Source: an optimization exercise on an open RTL-to-GDS flow (aim: small area, a short achievable clock period and few clock cycles per item). Production flows keep margins and buffers that such runs may drop. RTL that was checked went through simulation tests only; none was proved equivalent to the original. The clock port is modelled as an ideal driver, which makes a skipped or thinned clock tree look cheaper than it is; a real chip needs a root buffer or a tree. No activity file was given, so power comes from the tool's default toggle rates.

// fetch_top
module fetch_top #(
    parameter int LO_W    = 6,
    parameter int CREDITS = 2
) (
    input  logic        clk,
    input  logic        rst_n_i,
    input  logic        redirect_valid_i,
    input  logic [31:0] redirect_pc_i,
    input  logic        credit_return_i,
    input  logic [7:0]  mem_data_i,
    output logic        fetch_valid_o,
    output logic [31:0] fetch_pc_o,
    output logic [31:0] fetch_insn_o,
    output logic        mem_rd_o,
    output logic [31:0] mem_addr_o
);
    localparam int LO = LO_W + 2;
    logic [31:LO]   hi_q;
    logic [LO-1:2]  rd_lo_q;
    logic [LO-1:2]  dl_lo_q;
    logic [1:0]     off_q;       
    logic [31:0]    insn_q;      
    logic           done_q;      
    logic           valid_q;     
    logic           carry_q;     
    logic [1:0]     occ_q;       
    logic [1:0]     occ_next;
    logic           room;
    logic           last;
    logic           take;
    logic           wrap;
    assign occ_next = occ_q + {1'b0, valid_q} - {1'b0, credit_return_i};
    assign room = (occ_next != 2'(CREDITS));
    assign last = (off_q == 2'd3) && !carry_q;
    assign take = last && room;
    assign wrap = &rd_lo_q;
    always_ff @(posedge clk) begin
        if (!rst_n_i) begin
            hi_q    <= '0;
            rd_lo_q <= '0;
            off_q   <= 2'd0;
            done_q  <= 1'b0;
            valid_q <= 1'b0;
            carry_q <= 1'b0;
            occ_q   <= 2'd0;
        end else begin
            occ_q <= occ_next;
            if (redirect_valid_i) begin
                hi_q    <= redirect_pc_i[31:LO];
                rd_lo_q <= redirect_pc_i[LO-1:2];
                off_q   <= 2'd0;
                done_q  <= 1'b0;
                valid_q <= 1'b0;
                carry_q <= 1'b0;
  ...
Size: roughly 75 flip-flops, roughly 3100 µm² of cells after synthesis.
clock: 7.0 ns
lec_check: 0
cap_margin: 20
core_margin: 2
core_utilization: 40
setup_slack_margin: 5
slew_margin: 20
run.sh (not shown) runs the stock make flow with config.mk's settings and CLKGATE_MAP_FILE= SYNTH_SCRIPT=/design/flow/synth_recipe.tcl, a recipe that flattens the netlist after the stock synthesis.
The first run finished with timing, DRC and antenna clean.
Testbench counts at the start, summed over its fixed seeds: cycles 69,976, items 16,000.
Then changed:
--- a/flow/config.mk
+++ b/flow/config.mk
@@ -11 +10,0 @@
-export SETUP_SLACK_MARGIN = 5
Worst setup slack got worse by 0.88 ns. Cell area went down by 20%. Global-route usage went down by 4.0 points.
Then changed:
--- a/flow/config.mk
+++ b/flow/config.mk
@@ -7,0 +8 @@
+export ABC_CLOCK_PERIOD_IN_PS = 2200
@@ -10,0 +12 @@
+export SETUP_SLACK_MARGIN = 4.8
Outcome:
- The changed run completed with no timing, DRC or antenna violations
- synthesized area does not change
- clock power shrinks by about 3%
- cell area increases by 17%

* * *

Setup of v6:
fetch_top, a different RTL version from the one above (not shown whole).
Size: roughly 270 cells after synthesis, ~140 I/O pins.
export LEC_CHECK = 0
export CAP_MARGIN = 20
export CORE_MARGIN = 2
export CORE_UTILIZATION = 40
export SETUP_SLACK_MARGIN = 4.7
export SLEW_MARGIN = 20
export SYNTH_HIERARCHICAL = 1
export SYNTH_MINIMUM_KEEP_SIZE = 0
create_clock -name core_clock -period 7.0 [get_ports {clk}]
standard.sh (not shown) runs the stock make flow with config.mk's settings and CLKGATE_MAP_FILE= SYNTH_SCRIPT=/design/flow/synth_recipe.tcl, a recipe that flattens the netlist after the stock synthesis.
==> flow/flow/run.sh <==
#!/bin/bash
# standard layout with plain buf_1 port buffers and a one-level clock tree
set -euo pipefail
export BUFFER_PORTS_ARGS="-buffer_cell sky130_fd_sc_hd__buf_1"
export CTS_ARGS="-sink_clustering_enable -repair_clock_nets -dont_use_dummy_load"
export POST_CTS_TCL="$PWD/flow/post_cts.tcl"
bash standard.sh > flow_standard.log 2>&1
Other scripts of this flow, unchanged in this note and not shown: flow/flow/post_cts.tcl
### v6 -> v7
Settings: putting PLACE_DENSITY at 0.8 where nothing was set.
==> summary.txt <==
v7 vs v6 — number of non-filler instances in the completed layout climbed slightly
As far as sequential cell count of the final layout goes, v6 and v7 are indistinguishable; the numbers are identical.
Compared to v6, v7 has worst slew margin relative to its limit 0.27 points higher.
v7 falls short of v6 in maximum frequency.
Total count of max-transition violations in the final report came out exactly the same in v7 and v6.
Compared with v6, in v7 clock share of power went down, switching share of total power went down.
No run of this note included a check of the RTL's function; only the layout flow was run. In every run of this note, the design's own scripts or RTL, not TritonCTS, make the clock network.

-- afterwards: timing with drivers on the ports --
No port has a modelled driver above. Below, the same layouts with a new extraction and two added sets of constraints. Step 1 sets driving cells, clkbuf_16 on the clock port and buf_2 on the other inputs (assumed; they add their load-dependent delay and slew). Step 2 also shifts input and output timing later by t, the mid clock arrival at the registers, as if the neighbouring blocks saw the same clock. Slacks: ideal / step 1 / step 2; pairs: ideal / step 1.
run | shift t [ns] | slack for setup (ns) | worst setup path at the end
the first run of note 1 | 0.374 | 4.354 / 4.350 / 3.975 | input to register
the second run of note 1 | 0.366 | 3.477 / 3.487 / 3.120 | input to register
the third run of note 1 | 0.376 | 4.349 / 4.342 / 3.966 | input to register
v6 | 0.221 | 4.795 / 4.785 / 4.608 | input to register
v7 | 0.215 | 4.781 / 4.796 / 4.595 | input to register
After both steps every run listed still meets setup and hold. The setup slack of the third run of note 1, which loses most, moves by -0.007 ns with the drivers and by -0.383 ns with both steps.
